This design comes from an exercise in tuning for small area on the open sky130 flow, not from production work.
In this exercise RTL edits were held to simulation tests only and were not proved equivalent to the original.
Power is estimated from default activity; no workload was simulated.

==> flow/design.v <==
package regfile_pkg;
   localparam int RF_DATA_W = 32;
   localparam int RF_DEPTH  = 32;
   localparam int ZERO_IDX  = 0;
endpackage
import regfile_pkg::*;
module regfile_scoreboard
#(
   parameter int DEPTH    = RF_DEPTH,
   parameter int ADDR_W   = $clog2(DEPTH),
   parameter int ZERO_REG = 1
) (
   input  logic              clk,
   input  logic              rst_n,
   input  logic              iss_en,
   input  logic [ADDR_W-1:0] iss_addr,
   input  logic [DEPTH-1:0]  wr_hit,
   output logic [DEPTH-1:0]  busy
);
   genvar r;
   generate
      for (r = 0; r < DEPTH; r++) begin : g_busy
         if ((ZERO_REG != 0) && (r == ZERO_IDX)) begin : g_zero
            assign busy[r] = 1'b0;
         end else begin : g_live
            logic iss_hit;
            logic b;
            assign iss_hit = iss_en && (iss_addr == ADDR_W'(r));
            always_ff @(posedge clk or negedge rst_n) begin
               if (!rst_n)
                  b <= 1'b0;
               else
                  b <= iss_hit || (b && !wr_hit[r]);
            end
            assign busy[r] = b;
         end
      end
   endgenerate
endmodule
import regfile_pkg::*;
module regfile_mp
#(
   parameter int DATA_W   = RF_DATA_W,
   parameter int DEPTH    = RF_DEPTH,
   parameter int ADDR_W   = $clog2(DEPTH),
   parameter int NUM_RD   = 2,
   parameter int ZERO_REG = 1
) (
   input  logic                     clk,
   input  logic                     rst_n,
   input  logic [NUM_RD*ADDR_W-1:0] rd_addr,
   output logic [NUM_RD*DATA_W-1:0] rd_data,
   output logic [NUM_RD-1:0]        rd_busy,
   input  logic                     wa_en,
   input  logic [ADDR_W-1:0]        wa_addr,
   input  logic [DATA_W-1:0]        wa_data,
   input  logic                     wb_en,
   input  logic [ADDR_W-1:0]        wb_addr,
   input  logic [DATA_W-1:0]        wb_data,
   input  logic                     iss_en,
   input  logic [ADDR_W-1:0]        iss_addr,
   output logic [DATA_W-1:0]        last_wr
);
   logic [DATA_W-1:0] mem [DEPTH];
   logic [DEPTH-1:0]  valid;
   logic [DEPTH-1:0]  busy_vec;
   logic [DEPTH-1:0]  wr_hit;
   logic [DATA_W-1:0] lw_q;
   logic [DATA_W-1:0] wa_n;
   assign wa_n = ~wa_data;
   genvar r;
   generate
      for (r = 0; r < DEPTH; r++) begin : g_reg
         if ((ZERO_REG != 0) && (r == ZERO_IDX)) begin : g_zero
            assign mem[r]    = '0;
            assign valid[r]  = 1'b0;
            assign wr_hit[r] = 1'b0;
         end else begin : g_row
            logic              hit_a, hit_b;
            logic              c0, c1, c2;
            logic [DATA_W-1:0] y;
            logic [DATA_W-1:0] q;
            logic              v;
            assign hit_a = wa_en && (wa_addr == ADDR_W'(r));
            assign hit_b = wb_en && (wb_addr == ADDR_W'(r));
            assign c0    = hit_a && !hit_b;
            assign c1    = hit_a || hit_b;
            assign c2    = !hit_b;
            assign y     = ~((q | {DATA_W{c1}}) & (wb_data | {DATA_W{c2}}));
            always_ff @(posedge clk)
               q <= ~(({DATA_W{c0}} & wa_n) | y);
            always_ff @(posedge clk or negedge rst_n) begin
               if (!rst_n)
                  v <= 1'b0;
               else
                  v <= v || c1;
            end
            assign mem[r]    = q;
            assign valid[r]  = v;
            assign wr_hit[r] = c1;
         end
      end
   endgenerate
   logic              lw_c0, lw_c1, lw_c2;
   logic [DATA_W-1:0] lw_y;
   assign lw_c0 = wa_en && !wb_en;
   assign lw_c1 = wa_en || wb_en;
   assign lw_c2 = !wb_en;
   assign lw_y  = ~((lw_q | {DATA_W{lw_c1}}) & (wb_data | {DATA_W{lw_c2}}));
   always_ff @(posedge clk or negedge rst_n) begin
      if (!rst_n)
         lw_q <= '0;
      else
         lw_q <= ~(({DATA_W{lw_c0}} & wa_n) | lw_y);
   end
   assign last_wr = lw_q;
   regfile_scoreboard #(
      .DEPTH    (DEPTH),
      .ADDR_W   (ADDR_W),
      .ZERO_REG (ZERO_REG)
   ) u_sb (
      .clk      (clk),
      .rst_n    (rst_n),
      .iss_en   (iss_en),
      .iss_addr (iss_addr),
      .wr_hit   (wr_hit),
      .busy     (busy_vec)
   );
   genvar k;
   generate
      for (k = 0; k < NUM_RD; k++) begin : g_rd
         logic [ADDR_W-1:0] addr;
         logic              a_match, b_match, no_match, nonzero;
         logic              pick_a, pick_b;
         logic [DATA_W-1:0] data;
         logic              bsy;
         assign addr     = rd_addr[k*ADDR_W +: ADDR_W];
         assign a_match  = wa_en && (wa_addr == addr);
         assign b_match  = wb_en && (wb_addr == addr);
         assign no_match = !(a_match || b_match);
         assign nonzero  = !((ZERO_REG != 0) && (addr == ADDR_W'(ZERO_IDX)));
         assign pick_b   = b_match && nonzero;
         assign pick_a   = a_match && !b_match && nonzero;
         always_comb begin
            data = (wa_data & {DATA_W{pick_a}}) | (wb_data & {DATA_W{pick_b}});
            bsy  = 1'b0;
            for (int i = 0; i < DEPTH; i++) begin
               if (addr == ADDR_W'(i) && no_match) begin
                  data = data | (mem[i] & {DATA_W{valid[i]}});
                  bsy  = bsy | busy_vec[i];
               end
            end
         end
         assign rd_data[k*DATA_W +: DATA_W] = data;
         assign rd_busy[k] = bsy;
      end
   endgenerate
endmodule
==> flow/flow/run.sh <==
#!/bin/bash
# Layout flow for regfile_mp.
#  1. the standard synthesis, unchanged (registers keep its names and cell types).
#  2. gen_netlist.py rewrites all logic between those registers gate by gate
#     (see its docstring), reading the standard netlist only for the registers.
#  3. the standard flow from floorplan to finish on that netlist, with
#     - port buffers made of the smallest buffer cell,
#     - a clock tree of clkbuf_4 in clusters of at most 9 flip-flops,
#       without the dummy loads CTS otherwise adds for balancing.
# Each step's output goes to a log file of its own in this folder.
set -euo pipefail
W=$PWD
R=$W/orfs/results/${FLOW_PLATFORM:-sky130hd}/regfile_mp/base
ARGS=(
  "BUFFER_PORTS_ARGS=-buffer_cell sky130_fd_sc_hd__buf_1"
  "CTS_ARGS=-sink_clustering_enable -repair_clock_nets -dont_use_dummy_load -buf_list sky130_fd_sc_hd__clkbuf_4 -sink_clustering_size 9 -sink_clustering_max_diameter 40"
)
# Experiments may override or add make variables (one per line).
if [[ -n "${MYFLOW_EXTRA:-}" ]]; then
  while IFS= read -r line; do [[ -n "$line" ]] && ARGS+=("$line"); done <<< "$MYFLOW_EXTRA"
fi
bash standard.sh synth > synth.log 2>&1
cp "$R/1_2_yosys.v" "$W/standard_netlist.v"
python3 "$W/flow/gen_netlist.py" "$W/standard_netlist.v" "$W/gen_netlist.v" > gen.log 2>&1
cp "$W/gen_netlist.v" "$R/1_2_yosys.v"
rm -f "$R/1_synth.odb" "$R/1_synth.sdc"
bash standard.sh "${MYFLOW_TARGET:-finish}" "${ARGS[@]}" > layout.log 2>&1
==> flow/flow/gen_netlist.py <==
#!/usr/bin/env python3
"""Write the gate-level netlist of regfile_mp by hand, keeping the standard synthesis's registers.

usage: gen_netlist.py STANDARD_NETLIST OUT_NETLIST

The standard synthesis (bench's script, unchanged) maps every register; this script reads its
netlist only for the register instances (name, cell type, Q net) and writes all the logic
between them again, gate by gate, in the structure the RTL describes:

  storage bit   y = o22ai(q, c1, wb, c2), D = a21oi(c0, ~wa, y)
                c0 = A writes the row and B does not, c1 = a port writes it, c2 = B does not
  read bit      33 AND terms (31 rows, port A, port B) on one-hot selects: 11 a222oi,
                then nand4(nor2(nand4, nand4), three a222oi)
  selects       predecoded addresses; the low predecode carries "no write port matches";
                a row's data select is and3(low, high, valid); rd_busy is an a22oi/a21oi
                tree over the low and high predecodes
"""

import re
import sys

DW, DEPTH, AW = 32, 32, 5
WAN_INV = "inv_2"
ROWS = range(1, DEPTH)
P = "sky130_fd_sc_hd__"


def esc(n):
    return n if re.fullmatch(r"[A-Za-z_][A-Za-z0-9_]*(\[\d+\])?", n) else "\\" + n + " "


class Net:
    def __init__(self):
        self.cells = []
        self.wires = set()
        self.n = 0

    def wire(self, name):
        self.wires.add(name)
        return name

    def cell(self, typ, out_pin, ins, out=None, name=None):
        self.n += 1
        if out is None:
            out = self.wire(f"n{self.n}")
        name = name or f"g{self.n}"
        pins = dict(ins)
        pins[out_pin] = out
        self.cells.append((typ, name, pins))
        return out


def main():
    std, outp = sys.argv[1], sys.argv[2]
    text = open(std).read()
    flops = {}
    for m in re.finditer(r"\n\s*(sky130_fd_sc_hd__\w+)\s+(\\\S+|\S+)\s*\((.*?)\);", text, re.S):
        typ, name, body = m.group(1), m.group(2), m.group(3)
        if not re.match(r"sky130_fd_sc_hd__(df|edf|sdf|sedf|dl)", typ):
            continue
        pins = {}
        for pm in re.finditer(r"\.(\w+)\((\\\S+\s|[^()\s]+)\s*\)", body):
            pins[pm.group(1)] = pm.group(2).strip().lstrip("\\")
        flops[name.lstrip("\\")] = (typ[len(P):], pins)

    want = {}
    for r in ROWS:
        for b in range(DW):
            want[f"g_reg[{r}].g_row.q[{b}]$_DFF_P_"] = "q"
        want[f"g_reg[{r}].g_row.v$_DFF_PN0_"] = "v"
        want[f"u_sb.g_busy[{r}].g_live.b$_DFF_PN0_"] = "b"
    for b in range(DW):
        want[f"lw_q[{b}]$_DFF_PN0_"] = "lw"
    if set(want) != set(flops):
        sys.exit(f"register set differs: missing {sorted(set(want) - set(flops))[:5]} "
                 f"extra {sorted(set(flops) - set(want))[:5]}")
    kinds = {"q": ("dfxtp",), "v": ("dfrtp",), "b": ("dfrtp",), "lw": ("dfrtp",)}
    for name, kind in want.items():
        typ = flops[name][0]
        if not typ.startswith(kinds[kind]):
            sys.exit(f"unexpected cell {typ} for {name}")

    N = Net()
    Q = {name: flops[name][1]["Q"] for name in want}
    for q in Q.values():
        if not q.startswith("last_wr["):
            N.wire(q)

    def qn(name):
        return Q[name]

    inv = lambda a: N.cell(P + "inv_1", "Y", {"A": a})
    nand2 = lambda a, b: N.cell(P + "nand2_1", "Y", {"A": a, "B": b})
    nand3 = lambda a, b, c: N.cell(P + "nand3_1", "Y", {"A": a, "B": b, "C": c})
    nand4 = lambda a, b, c, d: N.cell(P + "nand4_1", "Y", {"A": a, "B": b, "C": c, "D": d})
    nor2 = lambda a, b: N.cell(P + "nor2_1", "Y", {"A": a, "B": b})
    nor3 = lambda a, b, c: N.cell(P + "nor3_1", "Y", {"A": a, "B": b, "C": c})
    nor4 = lambda a, b, c, d: N.cell(P + "nor4_1", "Y", {"A": a, "B": b, "C": c, "D": d})
    and2 = lambda a, b: N.cell(P + "and2_1", "X", {"A": a, "B": b})
    or2 = lambda a, b, out=None: N.cell(P + "or2_1", "X", {"A": a, "B": b}, out)
    or3 = lambda a, b, c, out=None: N.cell(P + "or3_1", "X", {"A": a, "B": b, "C": c}, out)
    xnor2 = lambda a, b: N.cell(P + "xnor2_1", "Y", {"A": a, "B": b})

    def bit(vec, i):
        return f"{vec}[{i}]"

    # ---------------- write-port and issue predecode (active-high) -----------------
    def predecode_hi_en(addr, en):
        """pl[i] = en & addr[1:0]==i ; ph[j] = addr[4:2]==j (active high, nor3)."""
        an = [inv(bit(addr, i)) for i in range(AW)]
        en_n = inv(en)
        lit0 = lambda i, want1: an[i] if want1 else bit(addr, i)  # 0 when literal is true
        pl = [nor3(en_n, lit0(1, i & 2), lit0(0, i & 1)) for i in range(4)]
        ph = [nor3(lit0(4, j & 4), lit0(3, j & 2), lit0(2, j & 1)) for j in range(8)]
        return pl, ph, en_n

    plA, phA, wa_en_n = predecode_hi_en("wa_addr", "wa_en")
    plB, phB, wb_en_n = predecode_hi_en("wb_addr", "wb_en")
    # issue predecode, active low: plI_n[i] = ~(iss_en & addr[1:0]==i), phI_n[j] = ~(addr[4:2]==j)
    isn = [inv(bit("iss_addr", i)) for i in range(AW)]
    lit1 = lambda i, want1: bit("iss_addr", i) if want1 else isn[i]  # 1 when the literal is true
    plI_n = [nand3("iss_en", lit1(1, i & 2), lit1(0, i & 1)) for i in range(4)]
    phI_n = [nand3(lit1(4, j & 4), lit1(3, j & 2), lit1(2, j & 1)) for j in range(8)]

    wan = [N.cell(P + WAN_INV, "Y", {"A": bit("wa_data", b)}, N.wire(f"wan_{b}")) for b in range(DW)]

    # ---------------- rows ----------------
    for r in ROWS:
        wad_n = N.cell(P + "nand2_1", "Y", {"A": plA[r & 3], "B": phA[r >> 2]}, N.wire(f"wad_n_{r}"))
        wbd_n = N.cell(P + "nand2_1", "Y", {"A": plB[r & 3], "B": phB[r >> 2]}, N.wire(f"wbd_n_{r}"))
        c1 = N.cell(P + "nand2_1", "Y", {"A": wad_n, "B": wbd_n}, N.wire(f"c1_{r}"))
        c2 = wbd_n
        c0 = N.cell(P + "and2b_1", "X", {"A_N": wad_n, "B": wbd_n}, N.wire(f"c0_{r}"))
        for b in range(DW):
            name = f"g_reg[{r}].g_row.q[{b}]$_DFF_P_"
            q = qn(name)
            y = N.cell(P + "o22ai_1", "Y", {"A1": q, "A2": c1, "B1": bit("wb_data", b), "B2": c2})
            d = N.cell(P + "a21oi_1", "Y", {"A1": c0, "A2": wan[b], "B1": y})
            N.cells.append((P + flops[name][0], name, {"CLK": "clk", "D": d, "Q": q}))
        vname = f"g_reg[{r}].g_row.v$_DFF_PN0_"
        v = qn(vname)
        d = or2(v, c1)
        N.cells.append((P + flops[vname][0], vname, {"CLK": "clk", "D": d, "Q": v, "RESET_B": "rst_n"}))
        bname = f"u_sb.g_busy[{r}].g_live.b$_DFF_PN0_"
        bq = qn(bname)
        iss = nor2(plI_n[r & 3], phI_n[r >> 2])
        # busy' = issue | (busy & no write), with no write = wad_n & wbd_n
        d = N.cell(P + "a31o_1", "X", {"A1": bq, "A2": wad_n, "A3": wbd_n, "B1": iss})
        N.cells.append((P + flops[bname][0], bname, {"CLK": "clk", "D": d, "Q": bq, "RESET_B": "rst_n"}))

    # ---------------- last_wr ----------------
    lw_c0 = N.cell(P + "nor2b_1", "Y", {"A": "wb_en", "B_N": "wa_en"})
    lw_c1 = nand2(wa_en_n, wb_en_n)
    lw_c2 = wb_en_n
    for b in range(DW):
        name = f"lw_q[{b}]$_DFF_PN0_"
        q = qn(name)
        y = N.cell(P + "o22ai_1", "Y", {"A1": q, "A2": lw_c1, "B1": bit("wb_data", b), "B2": lw_c2})
        d = N.cell(P + "a21oi_1", "Y", {"A1": lw_c0, "A2": wan[b], "B1": y})
        N.cells.append((P + flops[name][0], name, {"CLK": "clk", "D": d, "Q": q, "RESET_B": "rst_n"}))

    # ---------------- read ports ----------------
    for k in range(2):
        a = [bit("rd_addr", AW * k + i) for i in range(AW)]
        an = [inv(x) for x in a]
        eqA = [xnor2(a[i], bit("wa_addr", i)) for i in range(AW)]
        eqB = [xnor2(a[i], bit("wb_addr", i)) for i in range(AW)]
        mA1 = nand3("wa_en", eqA[0], eqA[1])
        mA2 = nand3(eqA[2], eqA[3], eqA[4])
        mB1 = nand3("wb_en", eqB[0], eqB[1])
        mB2 = nand3(eqB[2], eqB[3], eqB[4])
        no_match = N.cell(P + "o22a_1", "X", {"A1": mA1, "A2": mA2, "B1": mB1, "B2": mB2})
        b_match = nor2(mB1, mB2)
        zero = and2(nor3(a[0], a[1], a[2]), nor2(a[3], a[4]))
        pick_b = N.cell(P + "nor3_1", "Y", {"A": mB1, "B": mB2, "C": zero}, N.wire(f"pick_b{k}"))
        pick_a = N.cell(P + "nor4_1", "Y", {"A": mA1, "B": mA2, "C": b_match, "D": zero}, N.wire(f"pick_a{k}"))
        lit = lambda i, want1: a[i] if want1 else an[i]  # 1 when the literal is true
        rl_n = [nand3(no_match, lit(1, i & 2), lit(0, i & 1)) for i in range(4)]
        rh_n = [nand3(lit(4, j & 4), lit(3, j & 2), lit(2, j & 1)) for j in range(8)]
        rl = [inv(x) for x in rl_n]
        rh = [inv(x) for x in rh_n]
        sel = {}
        for r in ROWS:
            sel[r] = N.cell(P + "and3_1", "X", {"A": rl[r & 3], "B": rh[r >> 2], "C": qn(f"g_reg[{r}].g_row.v$_DFF_PN0_")}, N.wire(f"sel{k}_{r}"))
        # rd_busy: for each high predecode j, t_j = rh_j & OR_i(rl_i & busy[4j+i]),
        # then the OR of the eight t_j
        bq = lambda r: qn(f"u_sb.g_busy[{r}].g_live.b$_DFF_PN0_")
        t = []
        for j in range(8):
            if j == 0:
                n1 = nand2(rl[1], bq(1))
            else:
                n1 = N.cell(P + "a22oi_1", "Y", {"A1": rl[0], "A2": bq(4 * j), "B1": rl[1], "B2": bq(4 * j + 1)})
            n2 = N.cell(P + "a22oi_1", "Y", {"A1": rl[2], "A2": bq(4 * j + 2), "B1": rl[3], "B2": bq(4 * j + 3)})
            t.append(N.cell(P + "a21oi_1", "Y", {"A1": n1, "A2": n2, "B1": rh_n[j]}))
        N.cell(P + "nand2_1", "Y", {"A": nor4(*t[0:4]), "B": nor4(*t[4:8])}, bit("rd_busy", k))
        for b in range(DW):
            terms = [(qn(f"g_reg[{r}].g_row.q[{b}]$_DFF_P_"), sel[r]) for r in ROWS]
            terms += [(bit("wa_data", b), pick_a), (bit("wb_data", b), pick_b)]
            g = []
            for i in range(0, len(terms), 3):
                (x1, s1), (x2, s2), (x3, s3) = terms[i:i + 3]
                g.append(N.cell(P + "a222oi_1", "Y",
                                {"A1": x1, "A2": s1, "B1": x2, "B2": s2, "C1": x3, "C2": s3}))
            N.cell(P + "nand4_1", "Y", {"A": nor2(nand4(*g[0:4]), nand4(*g[4:8])),
                                        "B": g[8], "C": g[9], "D": g[10]}, bit("rd_data", DW * k + b))

    # ---------------- write ----------------
    ports = [("clk", "input", 1), ("rst_n", "input", 1), ("rd_addr", "input", 10),
             ("rd_data", "output", 64), ("rd_busy", "output", 2), ("wa_en", "input", 1),
             ("wa_addr", "input", 5), ("wa_data", "input", 32), ("wb_en", "input", 1),
             ("wb_addr", "input", 5), ("wb_data", "input", 32), ("iss_en", "input", 1),
             ("iss_addr", "input", 5), ("last_wr", "output", 32)]
    o = []
    o.append("module regfile_mp(" + ", ".join(p[0] for p in ports) + ");")
    for name, d, w in ports:
        rng = f" [{w - 1}:0]" if w > 1 else ""
        o.append(f"  {d}{rng} {name};")
        o.append(f"  wire{rng} {name};")
    for w in sorted(N.wires):
        o.append(f"  wire {esc(w)};")
    for typ, name, pins in N.cells:
        pl = ",\n".join(f"    .{p}({esc(v)})" for p, v in pins.items())
        o.append(f"  {typ} {esc(name)} (\n{pl}\n  );")
    o.append("endmodule")
    open(outp, "w").write("\n".join(o) + "\n")


if __name__ == "__main__":
    main()
==> flow/standard.sh <==
#!/bin/bash
# synth_recipe.tcl (not shown) runs the flow's synth.tcl, then flattens the netlist and writes it again
# the make line also repeats each setting of config.mk as NAME=value (left out here)
make -C /OpenROAD-flow-scripts/flow DESIGN_CONFIG=/design/flow/config.mk WORK_HOME=/design/flow/orfs CLKGATE_MAP_FILE= SYNTH_SCRIPT=/design/flow/synth_recipe.tcl "${@:-finish}"
==> flow/config.mk <==
export PLATFORM = sky130hd
export DESIGN_NAME = regfile_mp
export DESIGN_NICKNAME = regfile_mp
export VERILOG_FILES = /design/flow/design.v
export SDC_FILE = /design/flow/constraint.sdc
export NUM_CORES = 8
export LEC_CHECK = 0
export CAP_MARGIN = 20
export CORE_MARGIN = 2
export CORE_UTILIZATION = 40
export SLEW_MARGIN = 20
==> flow/constraint.sdc <==
create_clock -name core_clock -period 10.0 [get_ports {clk}]
set_input_delay 2.0000 -clock core_clock [delete_from_list [all_inputs] [get_ports {clk}]]
set_output_delay 2.0000 -clock core_clock [all_outputs]
set_load 0.01 [all_outputs]
==> flow_summary.html <==
<table>
<tr><th>Metric</th><th>Value</th></tr>
<tr><th colspan="2">Route</th></tr>
<tr><td>Count of nets left with antenna violations after detail routing</td><td>0</td></tr>
<tr><td>Overall routed net length</td><td>249,000 um</td></tr>
<tr><td>DRC Markers</td><td>0</td></tr>
<tr><td>Average wire per standard cell</td><td>37.6 um</td></tr>
<tr><td>DRT Pass-1 Iters</td><td>14</td></tr>
<tr><td>First-iteration detailed-routing DRC count</td><td>13,500</td></tr>
<tr><td>Detail-routed via count per cell</td><td>around 8.3</td></tr>
<tr><td>Count of vias placed by the detailed router</td><td>54,800</td></tr>
<tr><th colspan="2">GRT</th></tr>
<tr><td>Maximum number of pins on one net before global-route repair</td><td>67</td></tr>
<tr><td>Overall Global Routing Usage</td><td>0.408</td></tr>
<tr><td>Wire length of the first global-routing pass</td><td>353,000 um</td></tr>
<tr><td>Residual overflow from global routing</td><td>0</td></tr>
<tr><td>Via count of the first global-routing pass</td><td>51,800</td></tr>
<tr><td>Number of antenna violations at the first check in global routing</td><td>11</td></tr>
<tr><th colspan="2">Critical path</th></tr>
<tr><td>Worst-path maximum fanout</td><td>32</td></tr>
<tr><td>Required time of the worst setup path</td><td>8000 ps</td></tr>
<tr><td>Delay of the slowest cell on the worst path</td><td>700 ps</td></tr>
<tr><td>Reg2Reg Launch Point</td><td>lw_q[4]$_DFF_PN0_</td></tr>
<tr><td>Worst Setup Path Type</td><td>in -&gt; out</td></tr>
<tr><td>Critical path arrival</td><td>a little under 6000 ps</td></tr>
<tr><td>R2R Setup Slk</td><td>9140 ps</td></tr>
<tr><td>Cell with the largest stage delay on the worst path</td><td>and3_2</td></tr>
<tr><td>Startpoint type of the worst setup path</td><td>input port</td></tr>
<tr><td>R2r endpoint</td><td>lw_q[4]$_DFF_PN0_</td></tr>
<tr><td>Critical Path, Cell by Cell</td><td>buf_1, xnor2_1, nand3_1, o22a_1, nand3_1, inv_1, and3_2, a222oi_1, nand4_1, nor2_1, nand4_1, buf_1</td></tr>
<tr><td>Register-to-Register Path Depth</td><td>2</td></tr>
<tr><td>Worst setup EP type</td><td>output port</td></tr>
<tr><th colspan="2">STA</th></tr>
<tr><td>Share of the clock period used by the worst path</td><td>0.791</td></tr>
<tr><td>Final Max Tran Viols</td><td>0</td></tr>
<tr><td>Fmax</td><td>0.126 GHz</td></tr>
<tr><td>Number of hold violations in the final report</td><td>0</td></tr>
<tr><td>Final setup violation count</td><td>0</td></tr>
<tr><td>Setup total negative slack</td><td>0 ps</td></tr>
<tr><td>Transition time of the tightest slew-check pin</td><td>1330 ps</td></tr>
<tr><td>Clock Skews</td><td>0 ps</td></tr>
<tr><td>Min cycle time layout</td><td>7910 ps</td></tr>
<tr><td>Setup repair after global routing missed its margin</td><td>false</td></tr>
<tr><td>Relative max-transition margin</td><td>0.110</td></tr>
<tr><th colspan="2">Floorplanning</th></tr>
<tr><td>Starting density of the core</td><td>0.402</td></tr>
<tr><td>Core region area</td><td>about 0.11 sq mm</td></tr>
<tr><td>Area of the die</td><td>0.115 sq mm</td></tr>
<tr><td>Horizontal extent of the die</td><td>340 um</td></tr>
<tr><td>Std-Cell Rows</td><td>123</td></tr>
<tr><td>Die Y-Extent</td><td>340 um</td></tr>
<tr><td>Ports placed on the boundary</td><td>around 190</td></tr>
<tr><th colspan="2">Synth</th></tr>
<tr><td>Cells after synthesis</td><td>4,614</td></tr>
<tr><td>Post-synthesis instance area</td><td>between 0.04 and 0.05 sq mm</td></tr>
<tr><td>Count of synthesis-stage warnings from yosys</td><td>3</td></tr>
<tr><td>Number of nets in the synthesized netlist</td><td>about 4,700</td></tr>
<tr><td>Post-synthesis area per instance</td><td>9.76 sq um</td></tr>
<tr><th colspan="2">Min path</th></tr>
<tr><td>Worst hold path depth</td><td>1</td></tr>
<tr><td>Hold Crit Endpoint</td><td>g_reg[20].g_row.v$_DFF_PN0_</td></tr>
<tr><td>Path type of the worst min-delay path</td><td>reg -&gt; reg</td></tr>
<tr><td>Startpoint of the worst hold path</td><td>g_reg[20].g_row.v$_DFF_PN0_</td></tr>
<tr><th colspan="2">Placement</th></tr>
<tr><td>Placed cells</td><td>6,467</td></tr>
<tr><td>Last weighted congestion value of the routability-driven placer</td><td>0.946</td></tr>
<tr><td>Final HPWL from detailed placement</td><td>136,000 um</td></tr>
<tr><td>Number of port buffers</td><td>191</td></tr>
<tr><th colspan="2">Layout</th></tr>
<tr><td>Filler cell count in the final layout</td><td>around 11,000</td></tr>
<tr><td>Synthesis-to-layout area growth</td><td>11.5%</td></tr>
<tr><td>Proportion of layout cells with a drive suffix above 1</td><td>0.0819</td></tr>
<tr><td>Post-route insts no fill</td><td>6,632</td></tr>
<tr><td>Number of nets in the finished design</td><td>5,222</td></tr>
<tr><th colspan="2">Clocking</th></tr>
<tr><td>Clock latency at the later pin of the worst-skew pair</td><td>1060 ps</td></tr>
<tr><td>Clock edge transition at the registers on the reported setup and hold paths</td><td>60 ps</td></tr>
<tr><td>Number of post-CTS setup repair buffers</td><td>0</td></tr>
<tr><td>CTS max path bufs</td><td>3</td></tr>
<tr><td>Clock root buffer</td><td>clkbuf_4</td></tr>
<tr><td>Count of clock tree sinks</td><td>1,086</td></tr>
<tr><td>CTS tree</td><td>built</td></tr>
<tr><td>Total of hold buffers inserted after clock tree synthesis</td><td>0</td></tr>
<tr><td>PostCTS Resize Cnt</td><td>0</td></tr>
<tr><td>Number of H-tree levels</td><td>4</td></tr>
<tr><td>Inserted Clock Buffers</td><td>around 160</td></tr>
<tr><th colspan="2">Power and ir drop</th></tr>
<tr><td>Switching fraction of total power</td><td>0.349</td></tr>
<tr><td>Worst-case vdd ir drop</td><td>0.124 mV</td></tr>
<tr><td>Share of power burned in combinational logic</td><td>0.225</td></tr>
<tr><td>Leakage power total</td><td>18.1 nW</td></tr>
<tr><td>Pwr Density</td><td>229 mW/mm^2</td></tr>
<tr><td>Share of power burned in the clock network</td><td>0.199</td></tr>
<tr><td>Cell internal power dissipation</td><td>7.48 mW</td></tr>
<tr><td>Sw power</td><td>roughly 4 mW</td></tr>
<tr><td>Sequential power share</td><td>0.576</td></tr>
<tr><th colspan="2">Status</th></tr>
<tr><td>Status</td><td>finished clean</td></tr>
<tr><th colspan="2">Job</th></tr>
<tr><td>Total of max-cap violations</td><td>0</td></tr>
</table>
==> power by group through the flow <==
stage	clock, mW	sequential [mW]	combinational [mW]
4_1_cts	2.28	6.56	2.47
5_1_grt	2.45	6.75	2.78
3_3_place_gp	0	6.61	2.37
3_5_place_dp	0	6.63	2.46
2_1_floorplan	0	6.36	1.73
6_report	2.29	6.62	2.58
==> layout make-up <==
type | count | area (sq um) | share of cell area
clock buffer | 159 | 1190 | 0.0238
antenna | 6 | 15.0 | 0.000299
tap | 1500 | 1880 | 0.0374
sequential | 1086 | 22200 | 0.442
multi-input combinational | 3445 | 22600 | 0.451
inverter | 83 | 312 | 0.00620
timing repair buffer | 353 | 1980 | 0.0393
==> critical path: cells and delay by family <==
family	cells	cell delay (ps)
XOR/XNOR	1	180
AO/OA/AOI/OAI	2	820
AND/OR/NAND/NOR	6	2070
buffers and inverters	3	800
==> sequential cells by signal, indices dropped and copies added (netlist names) <==
name	count
u_sb.g_busy.g_live.b	31
lw_q	32
g.g_row.q	992
g.g_row.v	31
==> metal layers <==
| layer | GRT usage | routed length (um) | vias to the layer above |
|---|---|---|---|
| met3 | 0.178 | 45000 | 1617 |
| met5 | 0.00163 | 79 | - |
| li1 | - | - | 21600 |
| met4 | 0.258 | 19500 | 14 |
| met1 | 0.498 | 84400 | 25800 |
| met2 | 0.585 | 100000 | 5765 |
==> worst max-delay path by stage <==
stage                        endpoint  slack, ps  startpoint  depth (start not counted)
after global routing      rd_data[49]       2090  rd_addr[8]                         12
after global placement    rd_data[37]       2570  rd_addr[7]                         12
after floorplan            rd_data[0]       2840  rd_addr[1]                          5
after detailed placement  rd_data[37]       2460  rd_addr[8]                         12
final                     rd_data[37]       2090  rd_addr[8]                         12
after CTS                 rd_data[37]       2490  rd_addr[8]                         12
==> placed cells by master, fill, tap and decap left out, types with 31 or more instances in the layout <==
cell	count
a21oi_1	1040
a222oi_1	704
a31o_1	31
and2b_1	31
and3_1	38
buf_1	169
buf_4	161
clkbuf_4	160
dfrtp_1	94
dfxtp_1	992
inv_1	51
inv_2	32
nand2_1	82
nand3_1	44
nand4_1	192
nor2_1	99
o22ai_1	1024
or2_1	31
==> stage by stage <==
step,cell area [sq um],utilization,total power [mW],setup WS [ps],hold WS (ps)
floorplan,45000,-,8.09,2840,442
global placement,49000,0.437,8.99,2570,455
detailed placement,49000,0.437,9.10,2460,461
CTS,50200,0.448,11.3,2490,478
global route,50200,0.448,12.0,2090,502
finish,50200,0.448,11.5,2090,480

-- separate check: timing with driven ports --
Ports are ideal in the flow. The routed layout listed here was re-timed in OpenROAD.
Step 1 assumes that a clkbuf_16 drives the clock port and a buf_2 every other input.
Step 2 moves the port delays by t, midway between the first and last clock arrival at a register: inputs arrive t later, outputs are due t later. That takes back most of the time a late clock gives input paths.
Three values: ideal, step 1, step 2; two values: the first two.
t (ns): 1.149
setup WS [ns]: 2.090 / 2.062 / 2.062
hold slack, ns: 0.480 / 0.480 / 0.480
worst register clock-pin slew, ns: 0.11 / 0.11
worst slew at a driven data input, ns: 0.10
After both steps this run still meets setup and hold. For this run, drivers alone change the setup slack by -0.028 ns; drivers and shift together by -0.028 ns.
